Context: an optimization exercise on an open-source flow, tuned for small area, a short achievable clock period and few clock cycles per item. The choices shown serve that exercise and are no tape-out recipe. No run shown here included a check of the RTL's function; only the layout flow was run.

## flow/design.v (module list and top-level ports; edited modules follow where they fit)
// module conv_engine: 3165 lines
// module cnn_fa: 7 lines
// module cnn_hai: 7 lines
// module cnn_ha: 7 lines
// module cnn_top: 260 lines
module cnn_top (
	input  wire         clk,
	input  wire         reset_b,
	input  wire         run,
	output logic        busy,
	output logic [11:0] in_rd_addr,
	input  wire  [15:0] in_rd_data,
	output logic [11:0] weights_rd_addr,
	input  wire  [15:0] weights_rd_data,
	output logic [28:0] out_wr
);
  // ...
==> flow/run.sh <==
#!/bin/bash
# synth_recipe.tcl (not shown) runs the flow's synth.tcl, then flattens the netlist and writes it again
# the make line also repeats each setting of config.mk as NAME=value (left out here)
make -C /OpenROAD-flow-scripts/flow DESIGN_CONFIG=/design/flow/config.mk WORK_HOME=/design/flow/orfs CLKGATE_MAP_FILE= SYNTH_SCRIPT=/design/flow/synth_recipe.tcl finish
==> flow/config.mk <==
export PLATFORM = sky130hd
export DESIGN_NAME = cnn_top
export DESIGN_NICKNAME = cnn_top
export VERILOG_FILES = /design/flow/design.v
export SDC_FILE = /design/flow/constraint.sdc
export NUM_CORES = 4
export LEC_CHECK = 0
export CAP_MARGIN = 20
export CORE_MARGIN = 2
export CORE_UTILIZATION = 50
export SETUP_SLACK_MARGIN = 5
export SLEW_MARGIN = 20
export SYNTH_HIERARCHICAL = 1
==> flow/constraint.sdc <==
create_clock -name core_clock -period 10.0 [get_ports {clk}]
set_input_delay 2.0000 -clock core_clock [delete_from_list [all_inputs] [get_ports {clk}]]
set_output_delay 2.0000 -clock core_clock [all_outputs]
set_load 0.01 [all_outputs]
==> impl_metrics.prom, run 1 <==
# TYPE chip_impl_metric gauge
chip_impl_metric{name="design.final.nets",unit=""} 3370
chip_impl_metric{name="seqAreaFraction",unit=""} 0.3342
chip_impl_metric{name="hold-worst-slack",unit="ns"} 0.3244
chip_impl_info{name="worstSetupStartpoint",value="fstate[0]"} 1
chip_impl_metric{name="grt_overflow_total",unit=""} 0
chip_impl_metric{name="layout-drive-gt1-share",unit=""} 0.07603
chip_impl_info{name="synthDominantAreaCellType",value="sky130_fd_sc_hd__fa_1"} 1
chip_impl_metric{name="met1Wirelength",unit="mm"} 38.56
chip_impl_metric{name="number_of_cells_on_the_worst_hold_path",unit=""} 0
chip_impl_metric{name="finalSetupViolCount",unit=""} 0
chip_impl_metric{name="r2r.worst_path.cells",unit=""} 13
chip_impl_info{name="yosys-top-cells-count",value="543 x sky130_fd_sc_hd__fa_1, 538 x sky130_fd_sc_hd__nand2_1, 438 x sky130_fd_sc_hd__dfxtp_1"} 1
chip_impl_metric{name="ctsHoldBuffers",unit=""} 0
chip_impl_metric{name="grt_use_met3",unit=""} 0.05787
chip_impl_metric{name="drtAntennaViolNets",unit=""} 0
chip_impl_metric{name="cts.reportedPaths.clkPinSlew",unit="ns"} 0.06
chip_impl_metric{name="synth-edff-count",unit=""} 95
chip_impl_metric{name="die_height",unit="um"} 254.7
chip_impl_info{name="hold_path.class",value="register to register"} 1
chip_impl_metric{name="globalRouteMet2Util",unit=""} 0.4713
chip_impl_metric{name="global_route_usage_over_all_layers",unit=""} 0.3034
chip_impl_metric{name="synthDominantCellAreaShare",unit=""} 0.3459
chip_impl_metric{name="clock-sinks",unit=""} 533
chip_impl_metric{name="dp_cells",unit=""} 3499
chip_impl_info{name="layout_common_cells",value="543 x sky130_fd_sc_hd__fa_1, 538 x sky130_fd_sc_hd__nand2_1, 438 x sky130_fd_sc_hd__dfxtp_1"} 1
chip_impl_metric{name="synth_adder_area_share",unit=""} 0.3754
chip_impl_metric{name="worst_slew_pin_slew",unit="ns"} 1.007
chip_impl_metric{name="reg2reg_setup_slack",unit="ns"} 5.60
chip_impl_info{name="worstPathCellList",value="nor2b_1, nand2_1, nand2_1, nand2_1, ha_1, fa_1, a211oi_1, o21bai_1, a21oi_1, nor2_1, xnor2_1, o21ai_0, o211a_1"} 1
chip_impl_metric{name="clock_tree_area_fraction",unit=""} 0.05246
chip_impl_info{name="run_status",value="no timing/DRC/antenna violations"} 1
chip_impl_metric{name="antenna_cells_inserted",unit=""} 2
chip_impl_metric{name="maxCapViolCount",unit=""} 0
chip_impl_metric{name="clock_buffer_count",unit=""} 80
chip_impl_metric{name="synthesis.instances",unit=""} 2669
chip_impl_metric{name="critPathMaxStageDelay",unit="ns"} 0.73
chip_impl_metric{name="dp_worst_setup_slack",unit="ns"} 5.684
==> run 2: changes to the inputs <==
--- a/flow/design.v
+++ b/flow/design.v
@@ -1825,61 +1825,16 @@
 	logic q92;
 	logic q93;
 	logic q94;
 	logic q95;
 	logic q96;
 	logic q97;
 	logic q98;
 	logic q99;
-	logic q100;
-	logic q101;
-	logic q102;
-	logic q103;
-	logic q104;
-	logic q105;
-	logic q106;
-	logic q107;
-	logic q108;
-	logic q109;
-	logic q110;
-	logic q111;
-	logic q112;
-	logic q113;
-	logic q114;
-	logic q115;
-	logic q116;
-	logic q117;
-	logic q118;
-	logic q119;
-	logic q120;
-	logic q121;
-	logic q122;
-	logic q123;
-	logic q124;
-	logic q125;
-	logic q126;
-	logic q127;
-	logic q128;
-	logic q129;
-	logic q130;
-	logic q131;
-	logic q132;
-	logic q133;
-	logic q134;
-	logic q135;
-	logic q136;
-	logic q137;
-	logic q138;
-	logic q139;
-	logic q140;
-	logic q141;
-	logic q142;
-	logic q143;
-	logic q144;
 	assign pp1 = ~(k0[0] & p0[0]);
 	assign pp2 = ~(k0[0] & p0[1]);
 	assign pp3 = ~(k0[0] & p0[2]);
 	assign pp4 = ~(k0[0] & p0[3]);
 	assign pp5 = ~(k0[0] & p0[4]);
 	assign pp6 = ~(k0[0] & p0[5]);
 	assign pp7 = ~(k0[0] & p0[6]);
 	assign pp8 = k0[0] & p0[7];
@@ -2895,279 +2850,234 @@
 	cnn_fa u_s1459 (.a(c1192), .b(c1334), .c(c1336), .s(s1459), .co(c1460));
 	cnn_fa u_s1461 (.a(c1338), .b(s1351), .c(c1340), .s(s1461), .co(c1462));
 	cnn_fa u_s1463 (.a(s1353), .b(c1342), .c(s1355), .s(s1463), .co(c1464));
 	cnn_fa u_s1465 (.a(s1357), .b(s1359), .c(s1361), .s(s1465), .co(c1466));
 	cnn_fa u_s1467 (.a(c1206), .b(c1208), .c(c1346), .s(s1467), .co(c1468));
 	cnn_fa u_s1469 (.a(c1348), .b(c1350), .c(s1363), .s(s1469), .co(c1470));
 	cnn_fa u_s1471 (.a(s1365), .b(c1352), .c(c1354), .s(s1471), .co(c1472));
 	assign s1475 = ~c1358;
-	cnn_fa u_s1476 (.a(q0), .b(q1), .c(q2), .s(s1476), .co(c1477));
-	cnn_hai u_s1478 (.a(q3), .b(q4), .s(s1478), .co(c1479));
-	cnn_fa u_s1480 (.a(q9), .b(q10), .c(q11), .s(s1480), .co(c1481));
-	cnn_fa u_s1482 (.a(q12), .b(q13), .c(q14), .s(s1482), .co(c1483));
-	cnn_hai u_s1484 (.a(q15), .b(q16), .s(s1484), .co(c1485));
-	cnn_fa u_s1486 (.a(q18), .b(q19), .c(q20), .s(s1486), .co(c1487));
-	cnn_fa u_s1488 (.a(q21), .b(q22), .c(q23), .s(s1488), .co(c1489));
-	cnn_fa u_s1490 (.a(q24), .b(q25), .c(q26), .s(s1490), .co(c1491));
-	cnn_fa u_s1492 (.a(q27), .b(q28), .c(q29), .s(s1492), .co(c1493));
-	cnn_fa u_s1494 (.a(q30), .b(q31), .c(q32), .s(s1494), .co(c1495));
-	cnn_fa u_s1496 (.a(q33), .b(q34), .c(q35), .s(s1496), .co(c1497));
-	cnn_fa u_s1498 (.a(q36), .b(q37), .c(q38), .s(s1498), .co(c1499));
-	cnn_fa u_s1500 (.a(q39), .b(q40), .c(q41), .s(s1500), .co(c1501));
-	cnn_fa u_s1502 (.a(q42), .b(q43), .c(q44), .s(s1502), .co(c1503));
-	cnn_fa u_s1504 (.a(q45), .b(q46), .c(q47), .s(s1504), .co(c1505));
-	cnn_fa u_s1506 (.a(q48), .b(q49), .c(q50), .s(s1506), .co(c1507));
-	cnn_fa u_s1508 (.a(q51), .b(q52), .c(q53), .s(s1508), .co(c1509));
-	cnn_fa u_s1510 (.a(q54), .b(q55), .c(q56), .s(s1510), .co(c1511));
-	cnn_fa u_s1512 (.a(q57), .b(q58), .c(q59), .s(s1512), .co(c1513));
-	cnn_fa u_s1514 (.a(q60), .b(q61), .c(q62), .s(s1514), .co(c1515));
-	cnn_fa u_s1516 (.a(q63), .b(q64), .c(q65), .s(s1516), .co(c1517));
-	cnn_fa u_s1518 (.a(q66), .b(q67), .c(q68), .s(s1518), .co(c1519));
-	cnn_fa u_s1520 (.a(q69), .b(q70), .c(q71), .s(s1520), .co(c1521));
-	cnn_fa u_s1522 (.a(q72), .b(q73), .c(q74), .s(s1522), .co(c1523));
-	cnn_fa u_s1524 (.a(q75), .b(q76), .c(q77), .s(s1524), .co(c1525));
-	cnn_fa u_s1526 (.a(q78), .b(q79), .c(q80), .s(s1526), .co(c1527));
-	cnn_fa u_s1528 (.a(q81), .b(q82), .c(q83), .s(s1528), .co(c1529));
-	cnn_fa u_s1530 (.a(q84), .b(q85), .c(q86), .s(s1530), .co(c1531));
-	cnn_fa u_s1532 (.a(q87), .b(q88), .c(q89), .s(s1532), .co(c1533));
-	cnn_fa u_s1534 (.a(q90), .b(q91), .c(q92), .s(s1534), .co(c1535));
-	cnn_fa u_s1536 (.a(q93), .b(q94), .c(q95), .s(s1536), .co(c1537));
-	cnn_fa u_s1538 (.a(q96), .b(q97), .c(q98), .s(s1538), .co(c1539));
-	cnn_fa u_s1540 (.a(q99), .b(q100), .c(q101), .s(s1540), .co(c1541));
-	cnn_fa u_s1542 (.a(q102), .b(q103), .c(q104), .s(s1542), .co(c1543));
-	cnn_fa u_s1544 (.a(q105), .b(q106), .c(q107), .s(s1544), .co(c1545));
-	cnn_fa u_s1546 (.a(q108), .b(q109), .c(q110), .s(s1546), .co(c1547));
-	cnn_fa u_s1548 (.a(q111), .b(q112), .c(q113), .s(s1548), .co(c1549));
-	cnn_fa u_s1550 (.a(q114), .b(q115), .c(q116), .s(s1550), .co(c1551));
-	cnn_fa u_s1552 (.a(q117), .b(q118), .c(q119), .s(s1552), .co(c1553));
-	cnn_fa u_s1554 (.a(q120), .b(q121), .c(q122), .s(s1554), .co(c1555));
-	cnn_fa u_s1556 (.a(q123), .b(q124), .c(q125), .s(s1556), .co(c1557));
-	cnn_fa u_s1558 (.a(q126), .b(q127), .c(q128), .s(s1558), .co(c1559));
-	cnn_fa u_s1560 (.a(q129), .b(q130), .c(q131), .s(s1560), .co(c1561));
-	cnn_fa u_s1562 (.a(q132), .b(q133), .c(q134), .s(s1562), .co(c1563));
-	cnn_fa u_s1564 (.a(q135), .b(q136), .c(q137), .s(s1564), .co(c1565));
-	cnn_fa u_s1566 (.a(q138), .b(q139), .c(q140), .s(s1566), .co(c1567));
-	cnn_fa u_s1568 (.a(q141), .b(q142), .c(q143), .s(s1568), .co(c1569));
-	cnn_fa u_s1570 (.a(q5), .b(q6), .c(q7), .s(s1570), .co(c1571));
-	cnn_fa u_s1572 (.a(q17), .b(c1479), .c(s1484), .s(s1572), .co(c1573));
-	cnn_hai u_s1574 (.a(c1477), .b(s1480), .s(s1574), .co(c1575));
-	cnn_fa u_s1576 (.a(c1485), .b(c1481), .c(c1483), .s(s1576), .co(c1577));
-	cnn_fa u_s1578 (.a(s1486), .b(s1488), .c(s1490), .s(s1578), .co(c1579));
-	cnn_fa u_s1580 (.a(c1487), .b(c1489), .c(c1491), .s(s1580), .co(c1581));
-	cnn_fa u_s1582 (.a(s1492), .b(s1494), .c(s1496), .s(s1582), .co(c1583));
-	cnn_fa u_s1584 (.a(c1493), .b(c1495), .c(c1497), .s(s1584), .co(c1585));
-	cnn_fa u_s1586 (.a(s1498), .b(s1500), .c(s1502), .s(s1586), .co(c1587));
-	cnn_fa u_s1588 (.a(c1499), .b(c1501), .c(c1503), .s(s1588), .co(c1589));
-	cnn_fa u_s1590 (.a(s1504), .b(s1506), .c(s1508), .s(s1590), .co(c1591));
-	cnn_fa u_s1592 (.a(c1505), .b(c1507), .c(c1509), .s(s1592), .co(c1593));
-	cnn_fa u_s1594 (.a(s1510), .b(s1512), .c(s1514), .s(s1594), .co(c1595));
-	cnn_fa u_s1596 (.a(c1511), .b(c1513), .c(c1515), .s(s1596), .co(c1597));
-	cnn_fa u_s1598 (.a(s1516), .b(s1518), .c(s1520), .s(s1598), .co(c1599));
-	cnn_fa u_s1600 (.a(c1517), .b(c1519), .c(c1521), .s(s1600), .co(c1601));
-	cnn_fa u_s1602 (.a(s1522), .b(s1524), .c(s1526), .s(s1602), .co(c1603));
-	cnn_fa u_s1604 (.a(c1523), .b(c1525), .c(c1527), .s(s1604), .co(c1605));
-	cnn_fa u_s1606 (.a(s1528), .b(s1530), .c(s1532), .s(s1606), .co(c1607));
-	cnn_fa u_s1608 (.a(c1529), .b(c1531), .c(c1533), .s(s1608), .co(c1609));
-	cnn_fa u_s1610 (.a(s1534), .b(s1536), .c(s1538), .s(s1610), .co(c1611));
-	cnn_fa u_s1612 (.a(c1535), .b(c1537), .c(c1539), .s(s1612), .co(c1613));
-	cnn_fa u_s1614 (.a(s1540), .b(s1542), .c(s1544), .s(s1614), .co(c1615));
-	cnn_fa u_s1616 (.a(c1541), .b(c1543), .c(c1545), .s(s1616), .co(c1617));
-	cnn_fa u_s1618 (.a(s1546), .b(s1548), .c(s1550), .s(s1618), .co(c1619));
-	cnn_fa u_s1620 (.a(c1547), .b(c1549), .c(c1551), .s(s1620), .co(c1621));
-	cnn_fa u_s1622 (.a(s1552), .b(s1554), .c(s1556), .s(s1622), .co(c1623));
-	cnn_fa u_s1624 (.a(c1553), .b(c1555), .c(c1557), .s(s1624), .co(c1625));
-	cnn_fa u_s1626 (.a(s1558), .b(s1560), .c(s1562), .s(s1626), .co(c1627));
-	cnn_fa u_s1628 (.a(c1559), .b(c1561), .c(c1563), .s(s1628), .co(c1629));
-	cnn_fa u_s1630 (.a(s1564), .b(s1566), .c(s1568), .s(s1630), .co(c1631));
-	cnn_ha u_s1632 (.a(q144), .b(c1565), .s(s1632), .co(c1633));
-	cnn_hai u_s1634 (.a(c1567), .b(c1569), .s(s1634), .co(c1635));
-	cnn_hai u_s1636 (.a(q8), .b(s1478), .s(s1636), .co(c1637));
-	cnn_fa u_s1638 (.a(c1571), .b(s1482), .c(s1572), .s(s1638), .co(c1639));
+	cnn_fa u_s1476 (.a(pp1), .b(pp65), .c(pp129), .s(s1476), .co(c1477));
+	cnn_hai u_s1478 (.a(pp193), .b(pp257), .s(s1478), .co(c1479));
+	cnn_fa u_s1480 (.a(pp450), .b(pp457), .c(pp514), .s(s1480), .co(c1481));
+	cnn_fa u_s1482 (.a(pp521), .b(s1213), .c(s1209), .s(s1482), .co(c1483));
+	cnn_hai u_s1484 (.a(s1211), .b(s1367), .s(s1484), .co(c1485));
+	cnn_fa u_s1486 (.a(c1368), .b(c1370), .c(s1215), .s(s1486), .co(c1487));
+	cnn_fa u_s1488 (.a(s1217), .b(s1219), .c(s1221), .s(s1488), .co(c1489));
+	cnn_fa u_s1490 (.a(s1371), .b(s1373), .c(s1375), .s(s1490), .co(c1491));
+	cnn_fa u_s1492 (.a(c1372), .b(c1374), .c(c1376), .s(s1492), .co(c1493));
+	cnn_fa u_s1494 (.a(s1377), .b(s1379), .c(s1231), .s(s1494), .co(c1495));
+	cnn_fa u_s1496 (.a(s1233), .b(s1383), .c(s1381), .s(s1496), .co(c1497));
+	cnn_fa u_s1498 (.a(c1378), .b(c1380), .c(c1384), .s(s1498), .co(c1499));
+	cnn_fa u_s1500 (.a(c1382), .b(s1385), .c(s1387), .s(s1500), .co(c1501));
+	cnn_fa u_s1502 (.a(s1247), .b(s1389), .c(s1391), .s(s1502), .co(c1503));
+	cnn_fa u_s1504 (.a(c1386), .b(c1388), .c(s1393), .s(s1504), .co(c1505));
+	cnn_fa u_s1506 (.a(c1390), .b(c1392), .c(s1395), .s(s1506), .co(c1507));
+	cnn_fa u_s1508 (.a(s1259), .b(s1397), .c(s1399), .s(s1508), .co(c1509));
+	cnn_fa u_s1510 (.a(c1394), .b(c1396), .c(s1401), .s(s1510), .co(c1511));
+	cnn_fa u_s1512 (.a(c1398), .b(s1271), .c(c1400), .s(s1512), .co(c1513));
+	cnn_fa u_s1514 (.a(s1403), .b(s1405), .c(s1407), .s(s1514), .co(c1515));
+	cnn_fa u_s1516 (.a(c1402), .b(c1404), .c(c1406), .s(s1516), .co(c1517));
+	cnn_fa u_s1518 (.a(s1409), .b(s1411), .c(c1408), .s(s1518), .co(c1519));
+	cnn_fa u_s1520 (.a(s1283), .b(s1413), .c(s1415), .s(s1520), .co(c1521));
+	cnn_fa u_s1522 (.a(c1410), .b(c1412), .c(s1417), .s(s1522), .co(c1523));
+	cnn_fa u_s1524 (.a(c1414), .b(s1295), .c(s1419), .s(s1524), .co(c1525));
+	cnn_fa u_s1526 (.a(c1416), .b(s1421), .c(s1423), .s(s1526), .co(c1527));
+	cnn_fa u_s1528 (.a(c1418), .b(s1307), .c(c1420), .s(s1528), .co(c1529));
+	cnn_fa u_s1530 (.a(s1425), .b(c1422), .c(s1427), .s(s1530), .co(c1531));
+	cnn_fa u_s1532 (.a(c1424), .b(s1429), .c(s1431), .s(s1532), .co(c1533));
+	cnn_fa u_s1534 (.a(s1319), .b(c1426), .c(s1433), .s(s1534), .co(c1535));
+	cnn_fa u_s1536 (.a(c1428), .b(c1430), .c(s1435), .s(s1536), .co(c1537));
+	cnn_fa u_s1538 (.a(c1432), .b(s1437), .c(s1439), .s(s1538), .co(c1539));
+	cnn_fa u_s1540 (.a(s1331), .b(s1441), .c(c1434), .s(s1540), .co(c1541));
+	cnn_fa u_s1542 (.a(c1436), .b(c1438), .c(s1443), .s(s1542), .co(c1543));
+	cnn_fa u_s1544 (.a(s1445), .b(c1440), .c(s1447), .s(s1544), .co(c1545));
+	cnn_fa u_s1546 (.a(s1343), .b(s1449), .c(c1442), .s(s1546), .co(c1547));
+	cnn_fa u_s1548 (.a(s1451), .b(c1444), .c(s1453), .s(s1548), .co(c1549));
+	cnn_fa u_s1550 (.a(c1446), .b(s1455), .c(c1448), .s(s1550), .co(c1551));
+	cnn_fa u_s1552 (.a(s1457), .b(c1344), .c(c1450), .s(s1552), .co(c1553));
+	cnn_fa u_s1554 (.a(c1452), .b(s1459), .c(s1461), .s(s1554), .co(c1555));
+	cnn_fa u_s1556 (.a(c1454), .b(s1463), .c(c1456), .s(s1556), .co(c1557));
+	cnn_fa u_s1558 (.a(s1465), .b(s1467), .c(c1458), .s(s1558), .co(c1559));
+	cnn_fa u_s1560 (.a(s1469), .b(c1356), .c(c1460), .s(s1560), .co(c1561));
+	cnn_fa u_s1562 (.a(s1471), .b(c1462), .c(c1464), .s(s1562), .co(c1563));
+	cnn_fa u_s1564 (.a(c1360), .b(c1362), .c(s1475), .s(s1564), .co(c1565));
+	cnn_fa u_s1566 (.a(c1364), .b(c1366), .c(c1466), .s(s1566), .co(c1567));
+	cnn_fa u_s1568 (.a(c1468), .b(c1470), .c(c1472), .s(s1568), .co(c1569));
+	cnn_fa u_s1570 (.a(q0), .b(q1), .c(q2), .s(s1570), .co(c1571));
+	cnn_fa u_s1572 (.a(q6), .b(q7), .c(q8), .s(s1572), .co(c1573));
+	cnn_hai u_s1574 (.a(q9), .b(q10), .s(s1574), .co(c1575));
+	cnn_fa u_s1576 (.a(q12), .b(q13), .c(q14), .s(s1576), .co(c1577));
+	cnn_fa u_s1578 (.a(q15), .b(q16), .c(q17), .s(s1578), .co(c1579));
+	cnn_fa u_s1580 (.a(q18), .b(q19), .c(q20), .s(s1580), .co(c1581));
+	cnn_fa u_s1582 (.a(q21), .b(q22), .c(q23), .s(s1582), .co(c1583));
+	cnn_fa u_s1584 (.a(q24), .b(q25), .c(q26), .s(s1584), .co(c1585));
+	cnn_fa u_s1586 (.a(q27), .b(q28), .c(q29), .s(s1586), .co(c1587));
+	cnn_fa u_s1588 (.a(q30), .b(q31), .c(q32), .s(s1588), .co(c1589));
+	cnn_fa u_s1590 (.a(q33), .b(q34), .c(q35), .s(s1590), .co(c1591));
+	cnn_fa u_s1592 (.a(q36), .b(q37), .c(q38), .s(s1592), .co(c1593));
+	cnn_fa u_s1594 (.a(q39), .b(q40), .c(q41), .s(s1594), .co(c1595));
+	cnn_fa u_s1596 (.a(q42), .b(q43), .c(q44), .s(s1596), .co(c1597));
+	cnn_fa u_s1598 (.a(q45), .b(q46), .c(q47), .s(s1598), .co(c1599));
+	cnn_fa u_s1600 (.a(q48), .b(q49), .c(q50), .s(s1600), .co(c1601));
+	cnn_fa u_s1602 (.a(q51), .b(q52), .c(q53), .s(s1602), .co(c1603));
+	cnn_fa u_s1604 (.a(q54), .b(q55), .c(q56), .s(s1604), .co(c1605));
+	cnn_fa u_s1606 (.a(q57), .b(q58), .c(q59), .s(s1606), .co(c1607));
+	cnn_fa u_s1608 (.a(q60), .b(q61), .c(q62), .s(s1608), .co(c1609));
+	cnn_fa u_s1610 (.a(q63), .b(q64), .c(q65), .s(s1610), .co(c1611));
+	cnn_fa u_s1612 (.a(q66), .b(q67), .c(q68), .s(s1612), .co(c1613));
+	cnn_fa u_s1614 (.a(q69), .b(q70), .c(q71), .s(s1614), .co(c1615));
+	cnn_fa u_s1616 (.a(q72), .b(q73), .c(q74), .s(s1616), .co(c1617));
+	cnn_fa u_s1618 (.a(q75), .b(q76), .c(q77), .s(s1618), .co(c1619));
+	cnn_fa u_s1620 (.a(q78), .b(q79), .c(q80), .s(s1620), .co(c1621));
+	cnn_fa u_s1622 (.a(q81), .b(q82), .c(q83), .s(s1622), .co(c1623));
+	cnn_fa u_s1624 (.a(q84), .b(q85), .c(q86), .s(s1624), .co(c1625));
+	cnn_fa u_s1626 (.a(q87), .b(q88), .c(q89), .s(s1626), .co(c1627));
+	cnn_fa u_s1628 (.a(q90), .b(q91), .c(q92), .s(s1628), .co(c1629));
+	cnn_fa u_s1630 (.a(q93), .b(q94), .c(q95), .s(s1630), .co(c1631));
+	cnn_ha u_s1632 (.a(q96), .b(q97), .s(s1632), .co(c1633));
+	cnn_hai u_s1634 (.a(q98), .b(q99), .s(s1634), .co(c1635));
+	cnn_hai u_s1636 (.a(q3), .b(q4), .s(s1636), .co(c1637));
+	cnn_fa u_s1638 (.a(q11), .b(s1574), .c(c1571), .s(s1638), .co(c1639));
 	cnn_fa u_s1640 (.a(c1575), .b(c1573), .c(s1576), .s(s1640), .co(c1641));
 	cnn_fa u_s1642 (.a(c1577), .b(c1579), .c(s1580), .s(s1642), .co(c1643));
 	cnn_fa u_s1644 (.a(c1581), .b(c1583), .c(s1584), .s(s1644), .co(c1645));
 	cnn_fa u_s1646 (.a(c1585), .b(c1587), .c(s1588), .s(s1646), .co(c1647));
 	cnn_fa u_s1648 (.a(c1589), .b(c1591), .c(s1592), .s(s1648), .co(c1649));
 	cnn_fa u_s1650 (.a(c1593), .b(c1595), .c(s1596), .s(s1650), .co(c1651));
 	cnn_fa u_s1652 (.a(c1597), .b(c1599), .c(s1600), .s(s1652), .co(c1653));
 	cnn_fa u_s1654 (.a(c1601), .b(c1603), .c(s1604), .s(s1654), .co(c1655));
 	cnn_fa u_s1656 (.a(c1605), .b(c1607), .c(s1608), .s(s1656), .co(c1657));
 	cnn_fa u_s1658 (.a(c1609), .b(c1611), .c(s1612), .s(s1658), .co(c1659));
 	cnn_fa u_s1660 (.a(c1613), .b(c1615), .c(s1616), .s(s1660), .co(c1661));
 	cnn_fa u_s1662 (.a(c1617), .b(c1619), .c(s1620), .s(s1662), .co(c1663));
 	cnn_fa u_s1664 (.a(c1621), .b(c1623), .c(s1624), .s(s1664), .co(c1665));
 	cnn_fa u_s1666 (.a(c1625), .b(c1627), .c(s1628), .s(s1666), .co(c1667));
-	cnn_fa u_s1668 (.a(s1634), .b(c1629), .c(s1632), .s(s1668), .co(c1669));
+	cnn_fa u_s1668 (.a(s1634), .b(c1629), .c(c1631), .s(s1668), .co(c1669));
 	assign s1672 = ~c1635;
-	cnn_hai u_s1673 (.a(s1476), .b(s1570), .s(s1673), .co(c1674));
-	cnn_fa u_s1675 (.a(c1637), .b(s1574), .c(s1638), .s(s1675), .co(c1676));
+	cnn_hai u_s1673 (.a(q5), .b(s1636), .s(s1673), .co(c1674));
+	cnn_fa u_s1675 (.a(c1637), .b(s1572), .c(s1638), .s(s1675), .co(c1676));
 	cnn_fa u_s1677 (.a(s1578), .b(c1639), .c(s1640), .s(s1677), .co(c1678));
 	cnn_fa u_s1679 (.a(s1582), .b(c1641), .c(s1642), .s(s1679), .co(c1680));
 	cnn_fa u_s1681 (.a(s1586), .b(c1643), .c(s1644), .s(s1681), .co(c1682));
 	cnn_fa u_s1683 (.a(s1590), .b(c1645), .c(s1646), .s(s1683), .co(c1684));
 	cnn_fa u_s1685 (.a(s1594), .b(c1647), .c(s1648), .s(s1685), .co(c1686));
 	cnn_fa u_s1687 (.a(s1598), .b(c1649), .c(s1650), .s(s1687), .co(c1688));
 	cnn_fa u_s1689 (.a(s1602), .b(c1651), .c(s1652), .s(s1689), .co(c1690));
 	cnn_fa u_s1691 (.a(s1606), .b(c1653), .c(s1654), .s(s1691), .co(c1692));
 	cnn_fa u_s1693 (.a(s1610), .b(c1655), .c(s1656), .s(s1693), .co(c1694));
 	cnn_fa u_s1695 (.a(s1614), .b(c1657), .c(s1658), .s(s1695), .co(c1696));
 	cnn_fa u_s1697 (.a(s1618), .b(c1659), .c(s1660), .s(s1697), .co(c1698));
 	cnn_fa u_s1699 (.a(s1622), .b(c1661), .c(s1662), .s(s1699), .co(c1700));
 	cnn_fa u_s1701 (.a(s1626), .b(c1663), .c(s1664), .s(s1701), .co(c1702));
 	cnn_fa u_s1703 (.a(s1630), .b(c1665), .c(s1666), .s(s1703), .co(c1704));
-	cnn_fa u_s1705 (.a(c1631), .b(c1667), .c(s1668), .s(s1705), .co(c1706));
+	cnn_fa u_s1705 (.a(s1632), .b(c1667), .c(s1668), .s(s1705), .co(c1706));
 	cnn_fa u_s1707 (.a(s1672), .b(c1633), .c(c1669), .s(s1707), .co(c1708));
 	always_ff @(posedge clk) begin
-		q0 <= pp1;
-		q1 <= pp65;
-		q2 <= pp129;
-		q3 <= pp193;
-		q4 <= pp257;
-		q5 <= pp321;
-		q6 <= pp385;
-		q7 <= pp449;
-		q8 <= pp513;
-		q9 <= pp450;
-		q10 <= pp457;
-		q11 <= pp514;
-		q12 <= pp521;
-		q13 <= s1213;
-		q14 <= s1209;
-		q15 <= s1211;
-		q16 <= s1367;
-		q17 <= s1369;
-		q18 <= s1215;
-		q19 <= s1217;
-		q20 <= s1219;
-		q21 <= s1221;
-		q22 <= c1368;
-		q23 <= c1370;
-		q24 <= s1371;
-		q25 <= s1373;
-		q26 <= s1375;
-		q27 <= s1231;
-		q28 <= s1233;
-		q29 <= c1372;
-		q30 <= c1374;
-		q31 <= c1376;
-		q32 <= s1377;
-		q33 <= s1379;
-		q34 <= s1381;
-		q35 <= s1383;
-		q36 <= s1247;
-		q37 <= c1378;
-		q38 <= c1380;
-		q39 <= c1382;
-		q40 <= c1384;
-		q41 <= s1385;
-		q42 <= s1387;
-		q43 <= s1389;
-		q44 <= s1391;
-		q45 <= s1259;
-		q46 <= c1386;
-		q47 <= c1388;
-		q48 <= c1390;
-		q49 <= c1392;
-		q50 <= s1393;
-		q51 <= s1395;
-		q52 <= s1397;
-		q53 <= s1399;
-		q54 <= s1271;
-		q55 <= c1394;
-		q56 <= c1396;
-		q57 <= c1398;
-		q58 <= c1400;
-		q59 <= s1401;
-		q60 <= s1403;
-		q61 <= s1405;
-		q62 <= s1407;
-		q63 <= s1283;
-		q64 <= c1402;
-		q65 <= c1404;
-		q66 <= c1406;
-		q67 <= c1408;
-		q68 <= s1409;
-		q69 <= s1411;
-		q70 <= s1413;
-		q71 <= s1415;
-		q72 <= s1295;
-		q73 <= c1410;
-		q74 <= c1412;
-		q75 <= c1414;
-		q76 <= c1416;
-		q77 <= s1417;
-		q78 <= s1419;
-		q79 <= s1421;
-		q80 <= s1423;
-		q81 <= s1307;
-		q82 <= c1418;
-		q83 <= c1420;
-		q84 <= c1422;
-		q85 <= c1424;
-		q86 <= s1425;
-		q87 <= s1427;
-		q88 <= s1429;
-		q89 <= s1431;
-		q90 <= s1319;
-		q91 <= c1426;
-		q92 <= c1428;
-		q93 <= c1430;
-		q94 <= c1432;
-		q95 <= s1433;
-		q96 <= s1435;
-		q97 <= s1437;
-		q98 <= s1439;
-		q99 <= s1331;
-		q100 <= c1434;
-		q101 <= c1436;
-		q102 <= c1438;
-		q103 <= c1440;
-		q104 <= s1441;
-		q105 <= s1443;
-		q106 <= s1445;
-		q107 <= s1447;
-		q108 <= s1343;
-		q109 <= c1442;
-		q110 <= c1444;
-		q111 <= c1446;
-		q112 <= c1448;
-		q113 <= s1449;
-		q114 <= s1451;
-		q115 <= s1453;
-		q116 <= s1455;
-		q117 <= c1344;
-		q118 <= c1450;
-		q119 <= c1452;
-		q120 <= c1454;
-		q121 <= c1456;
-		q122 <= s1457;
-		q123 <= s1459;
-		q124 <= s1461;
-		q125 <= s1463;
-		q126 <= c1356;
-		q127 <= c1458;
-		q128 <= c1460;
-		q129 <= c1462;
-		q130 <= c1464;
-		q131 <= s1465;
-		q132 <= s1467;
-		q133 <= s1469;
-		q134 <= s1471;
-		q135 <= c1360;
-		q136 <= c1362;
-		q137 <= c1364;
-		q138 <= c1366;
-		q139 <= c1466;
-		q140 <= c1468;
-		q141 <= c1470;
-		q142 <= c1472;
-		q143 <= s1475;
-		q144 <= c1358;
-		sum <= {~c1635, ~c1706, ~c1704, ~c1702, ~c1700, ~c1698, ~c1696, ~c1694, ~c1692, ~c1690, ~c1688, ~c1686, ~c1684, ~c1682, ~c1680, ~c1678, ~c1676, ~c1674, ~s1636} + {~c1708, ~s1707, ~s1705, ~s1703, ~s1701, ~s1699, ~s1697, ~s1695, ~s1693, ~s1691, ~s1689, ~s1687, ~s1685, ~s1683, ~s1681, ~s1679, ~s1677, ~s1675, ~s1673};
+		q0 <= pp321;
+		q1 <= pp385;
+		q2 <= pp449;
+		q3 <= pp513;
+		q4 <= s1476;
+		q5 <= s1478;
+		q6 <= s1369;
+		q7 <= c1477;
+		q8 <= c1479;
+		q9 <= s1480;
+		q10 <= s1482;
+		q11 <= s1484;
+		q12 <= c1481;
+		q13 <= c1483;
+		q14 <= c1485;
+		q15 <= s1486;
+		q16 <= s1488;
+		q17 <= s1490;
+		q18 <= c1487;
+		q19 <= c1489;
+		q20 <= c1491;
+		q21 <= s1492;
+		q22 <= s1494;
+		q23 <= s1496;
+		q24 <= c1493;
+		q25 <= c1495;
+		q26 <= c1497;
+		q27 <= s1498;
+		q28 <= s1500;
+		q29 <= s1502;
+		q30 <= c1499;
+		q31 <= c1501;
+		q32 <= c1503;
+		q33 <= s1504;
+		q34 <= s1506;
+		q35 <= s1508;
+		q36 <= c1505;
+		q37 <= c1507;
+		q38 <= c1509;
+		q39 <= s1510;
+		q40 <= s1512;
+		q41 <= s1514;
+		q42 <= c1511;
+		q43 <= c1513;
+		q44 <= c1515;
+		q45 <= s1516;
+		q46 <= s1518;
+		q47 <= s1520;
+		q48 <= c1517;
+		q49 <= c1519;
+		q50 <= c1521;
+		q51 <= s1522;
+		q52 <= s1524;
+		q53 <= s1526;
+		q54 <= c1523;
+		q55 <= c1525;
+		q56 <= c1527;
+		q57 <= s1528;
+		q58 <= s1530;
+		q59 <= s1532;
+		q60 <= c1529;
+		q61 <= c1531;
+		q62 <= c1533;
+		q63 <= s1534;
+		q64 <= s1536;
+		q65 <= s1538;
+		q66 <= c1535;
+		q67 <= c1537;
+		q68 <= c1539;
+		q69 <= s1540;
+		q70 <= s1542;
+		q71 <= s1544;
+		q72 <= c1541;
+		q73 <= c1543;
+		q74 <= c1545;
+		q75 <= s1546;
+		q76 <= s1548;
+		q77 <= s1550;
+		q78 <= c1547;
+		q79 <= c1549;
+		q80 <= c1551;
+		q81 <= s1552;
+		q82 <= s1554;
+		q83 <= s1556;
+		q84 <= c1553;
+		q85 <= c1555;
+		q86 <= c1557;
+		q87 <= s1558;
+		q88 <= s1560;
+		q89 <= s1562;
+		q90 <= c1559;
+		q91 <= c1561;
+		q92 <= c1563;
+		q93 <= s1564;
+		q94 <= s1566;
+		q95 <= s1568;
+		q96 <= c1358;
+		q97 <= c1565;
+		q98 <= c1567;
+		q99 <= c1569;
+		sum <= {~c1635, ~c1706, ~c1704, ~c1702, ~c1700, ~c1698, ~c1696, ~c1694, ~c1692, ~c1690, ~c1688, ~c1686, ~c1684, ~c1682, ~c1680, ~c1678, ~c1676, ~c1674, ~s1570} + {~c1708, ~s1707, ~s1705, ~s1703, ~s1701, ~s1699, ~s1697, ~s1695, ~s1693, ~s1691, ~s1689, ~s1687, ~s1685, ~s1683, ~s1681, ~s1679, ~s1677, ~s1675, ~s1673};
 	end
 endmodule
 module cnn_fa (
 	input  wire  a, b, c,
 	output logic s, co
 );
 	assign s  = a ^ b ^ c;
 	assign co = (a & b) | (a & c) | (b & c);
==> run 2 against run 1 <==
Net effect:
- first-iteration DRC count increased by 18%
- count of clock-buffer cells in the layout decreased by 13
- cell area fell by 3.3%
- register-to-register slack gained 0.05 ns
- worst setup slack improved by 0.050 ns
- clock skew is 0.024 ns higher
- critical path depth shrank 6
- area after synthesis decreased by 2.8%
==> impl_metrics.prom, run 2 <==
# TYPE chip_impl_metric gauge
chip_impl_info{name="critPathTopFamily",value="adder cells"} 1
chip_impl_metric{name="synth-edff-count",unit=""} 95
chip_impl_metric{name="synthesis.instances",unit=""} 2629
chip_impl_metric{name="dp_worst_setup_slack",unit="ns"} 5.740
chip_impl_info{name="layout.cells.most_common",value="sky130_fd_sc_hd__fa_1"} 1
chip_impl_metric{name="grt_first_pass_wirelength",unit="mm"} 146.7
chip_impl_metric{name="die_height",unit="um"} 251.2
chip_impl_metric{name="post_cts_resized",unit=""} 0
chip_impl_info{name="combinational_family_with_the_most_area_after_synthesis",value="adder cells"} 1
chip_impl_info{name="run_status",value="no timing/DRC/antenna violations"} 1
chip_impl_metric{name="io_buffers",unit=""} 77
chip_impl_metric{name="finalSetupViolCount",unit=""} 0
chip_impl_info{name="layout_common_cells",value="543 x sky130_fd_sc_hd__fa_1, 542 x sky130_fd_sc_hd__nand2_1, 393 x sky130_fd_sc_hd__dfxtp_1"} 1
chip_impl_metric{name="clock_latency",unit="ns"} 0.66
chip_impl_metric{name="syn_avg_cell_area",unit="um2"} 11.62
chip_impl_info{name="synthDominantAreaCellType",value="sky130_fd_sc_hd__fa_1"} 1
chip_impl_metric{name="critical_path.max_fanout",unit=""} 8
chip_impl_metric{name="cts_max_level",unit=""} 2
chip_impl_metric{name="final.setup.worst_slack",unit="ns"} 5.652
chip_impl_info{name="worst_path_most_repeated_cell",value="sky130_fd_sc_hd__fa_1"} 1
chip_impl_metric{name="drtAntennaViolNets",unit=""} 0
chip_impl_metric{name="max-slew-margin-rel",unit=""} 0.2286
chip_impl_info{name="synthFlopType",value="sky130_fd_sc_hd__dfxtp_1"} 1
chip_impl_info{name="yosys-top-cells-count",value="543 x sky130_fd_sc_hd__fa_1, 542 x sky130_fd_sc_hd__nand2_1, 393 x sky130_fd_sc_hd__dfxtp_1"} 1
chip_impl_metric{name="final.setup_skew",unit="ns"} 0.05797
chip_impl_metric{name="area.growth.synth_to_final",unit="%"} 10.11
chip_impl_info{name="synth_area_leaders",value="sky130_fd_sc_hd__fa_1 36%, sky130_fd_sc_hd__dfxtp_1 26%, sky130_fd_sc_hd__edfxtp_1 9.3%, sky130_fd_sc_hd__nand2_1 6.7%, sky130_fd_sc_hd__and2_1 3.0%"} 1
chip_impl_info{name="tritoncts",value="yes"} 1
chip_impl_metric{name="synthDominantCellAreaShare",unit=""} 0.3558
chip_impl_metric{name="global_route_usage_over_all_layers",unit=""} 0.3280
chip_impl_metric{name="initial_core_util",unit=""} 0.5061
chip_impl_info{name="root_buffer",value="sky130_fd_sc_hd__clkbuf_16"} 1
chip_impl_metric{name="final_min_period_over_clock_period",unit=""} 0.4348
chip_impl_metric{name="ctsHoldBuffers",unit=""} 0
chip_impl_metric{name="cts_max_path_buffers",unit=""} 3
chip_impl_metric{name="drv_slew",unit=""} 0
chip_impl_metric{name="fraction_of_the_yosys_area_taken_by_sequential_cells",unit=""} 0.3509
chip_impl_info{name="critPathLaunchType",value="register"} 1
chip_impl_metric{name="synthesis.area",unit="um2"} 30550
chip_impl_metric{name="post-route-min-period",unit="ns"} 4.348
chip_impl_metric{name="synth.mux.area_fraction",unit=""} 0.03084
chip_impl_metric{name="data_arrival_critical_path",unit="ns"} 4.82
chip_impl_info{name="setup_repair_after_global_routing_missed_its_margin",value="false"} 1
chip_impl_info{name="largest_registers_in_the_final_layout",value="kw: 72 flops, op: 72 flops, u_eng.sum: 19 flops"} 1
chip_impl_metric{name="drt-initial-drc-count",unit=""} 2161
chip_impl_metric{name="routed_wire_length_per_instance",unit="um"} 28.74
chip_impl_metric{name="std_cell_rows",unit=""} 90
chip_impl_metric{name="critPathBufInv",unit=""} 0
chip_impl_metric{name="async_reset_ff_frac",unit=""} 0
chip_impl_metric{name="cts-buffers-inserted",unit=""} 52
chip_impl_metric{name="design.final.nets",unit=""} 3317
chip_impl_metric{name="synth.lib_cells_used.distinct",unit=""} 74
chip_impl_metric{name="num_vias",unit=""} 20220
chip_impl_metric{name="max_clock_freq",unit="MHz"} 230.0
chip_impl_info{name="post-synth-top-count-cell",value="sky130_fd_sc_hd__fa_1"} 1
chip_impl_info{name="worstPathCellList",value="nand2_1, fa_1, fa_1, fa_1, fa_1, fa_1, fa_1"} 1
chip_impl_metric{name="die-width",unit="um"} 251.2
chip_impl_metric{name="synth-seq-cells",unit=""} 488
chip_impl_metric{name="routed_via_density",unit=""} 5.790
chip_impl_info{name="timing.critical_path.slowest_stage_cell",value="sky130_fd_sc_hd__dfxtp_1"} 1
chip_impl_metric{name="dp_hpwl",unit="mm"} 78.98
chip_impl_metric{name="drt-total-wl",unit="mm"} 100.4
chip_impl_metric{name="die-area",unit="um2"} 63090
chip_impl_metric{name="grt_overflow_total",unit=""} 0
chip_impl_metric{name="timing_hold_violations_final",unit=""} 0
chip_impl_metric{name="layout-drive-gt1-share",unit=""} 0.07087
chip_impl_metric{name="ioPinCount",unit=""} 89
chip_impl_info{name="type_of_the_worst_setup_path",value="register to register"} 1
chip_impl_metric{name="synth_adder_area_share",unit=""} 0.3862
chip_impl_metric{name="synth-compound-area-share",unit=""} 0.04772
chip_impl_metric{name="post_synth_xor_area_fraction",unit=""} 0.01634
chip_impl_metric{name="core_area",unit="um2"} 60360
chip_impl_info{name="worst_setup_path_end_kind",value="register"} 1
chip_impl_metric{name="initial_antenna_violation_count",unit=""} 1
chip_impl_metric{name="post_cts.repair.setup_buffers",unit=""} 0
chip_impl_metric{name="synth.yosys.warnings",unit=""} 14
chip_impl_metric{name="critPathMaxStageDelay",unit="ns"} 0.93
chip_impl_metric{name="cts.reportedPaths.clkPinSlew",unit="ns"} 0.06
chip_impl_metric{name="final.fill_count",unit=""} 5185
chip_impl_metric{name="basic_gate_share_of_the_synthesized_area_counting_and_or_nand_and_nor_cells",unit=""} 0.1316
chip_impl_metric{name="drcViolationCount",unit=""} 0
chip_impl_metric{name="maxCapViolCount",unit=""} 0
chip_impl_metric{name="drt_pre_antenna_iters",unit=""} 5
chip_impl_metric{name="clock-sinks",unit=""} 488
chip_impl_metric{name="grt_max_degree",unit=""} 65
chip_impl_info{name="hold_path.class",value="register to register"} 1
chip_impl_metric{name="number_of_global_route_vias_before_repair",unit=""} 21520
chip_impl_metric{name="cp.required",unit="ns"} 10.47
chip_impl_metric{name="worst_slew_pin_slew",unit="ns"} 1.156
chip_impl_metric{name="accumulated_negative_setup_slack",unit="ns"} 0
chip_impl_metric{name="gp_congestion",unit=""} 1.015
run 2: cells by family after synthesis:
kind of cell	count (synthesis)
buffers and inverters	277
multiplexers	85
XOR/XNOR	57
adder cells (fa/ha/maj)	617
other	1
AND/OR/NAND/NOR	884
AO/OA/AOI/OAI	220
flip-flops	488
run 2: path summary, 6_finish.rpt:
kind | to | slack (ns) | start | cells after the start
worst max-delay path | u_eng.q53 | 5.65 | op[1][2] | 7
worst min-delay path | exl[1] | 0.32 | last_c | 0
worst max register to register | u_eng.q53 | 5.65 | op[1][2] | 7
worst min register to register | exl[1] | 0.32 | last_c | 0
run 2: per-stage QoR:
| stage | hold slack, ns | cell area (um2) | std cells | utilization |
|---|---|---|---|---|
| global route | 0.3317 | 33630 | 3491 | 0.5573 |
| floorplan | 0.3096 | 30590 | 2639 | - |
| CTS | 0.3257 | 33630 | 3491 | 0.5573 |
| detailed placement | 0.3121 | 31920 | 3393 | 0.5289 |
| global placement | 0.3123 | 31920 | 3393 | 0.5289 |
| finish | 0.3220 | 33640 | 3492 | 0.5573 |
run 2: per-module statistics from Yosys, one instance, submodules excluded:
| module | cells inside | copies in the design |
|---|---|---|
| conv_engine | 904 | 1 |
| cnn_fa | 1 | 540 |
| cnn_ha | 1 | 3 |
| cnn_hai | 5 | 20 |
| cnn_top | 1082 | 1 |
run 2: area by class of cell:
type,count,area [um2],share of cell area
diodes,1,2.502,0.00007439
clock buffers,67,1430,0.04252
clock inverters,31,282.8,0.008406
inverters,161,604.3,0.01797
multi-input cells,1874,18770,0.5579
flip-flops and latches,488,10720,0.3187
well taps,782,978.4,0.02909
repair buffers,88,853.3,0.02537
run 2: worst reg2reg max path, delay by kind of cell (launching register included):
kind          cells  cell delay (ns)
simple gates      1             0.20
fa+ha+maj         6             3.04
flops             1             0.93
run 2: per-layer routing:
metal / global-route usage / part of all wire / vias to the layer above
met1: 0.4372 / 0.40 / 10410
li1: - / - / 8480
met4: 0.1811 / 0.067 / 0
met2: 0.5018 / 0.45 / 1062
met5: 0 / 0 / -
met3: 0.07206 / 0.089 / 271

[port drivers added, routing unchanged]
The flow's constraints put no driver on any port. The routed layouts listed below were extracted and timed again, unchanged, in two steps. Step 1: set_driving_cell puts a clkbuf_16 on clk and a buf_2 on each other input, an assumption about the parent block. Step 2 adds t to the input delays and takes it off the output delays; t is the mean of the earliest and latest rising clock arrival at the registers after step 1. Input paths then give back, and output paths get back, about the clock's delay inside the block. Slacks: ideal / step 1 / step 2; pairs: ideal / step 1.
run | t (ns) | setup WS [ns] | worst setup path after step 2 | worst slew at a driven data input, ns
run 1 | 0.685 | 5.601 / 5.601 / 5.601 | register to register | 0.04
run 2 | 0.692 | 5.652 / 5.652 / 5.652 | register to register | 0.06
After both steps every run listed still meets setup and hold.
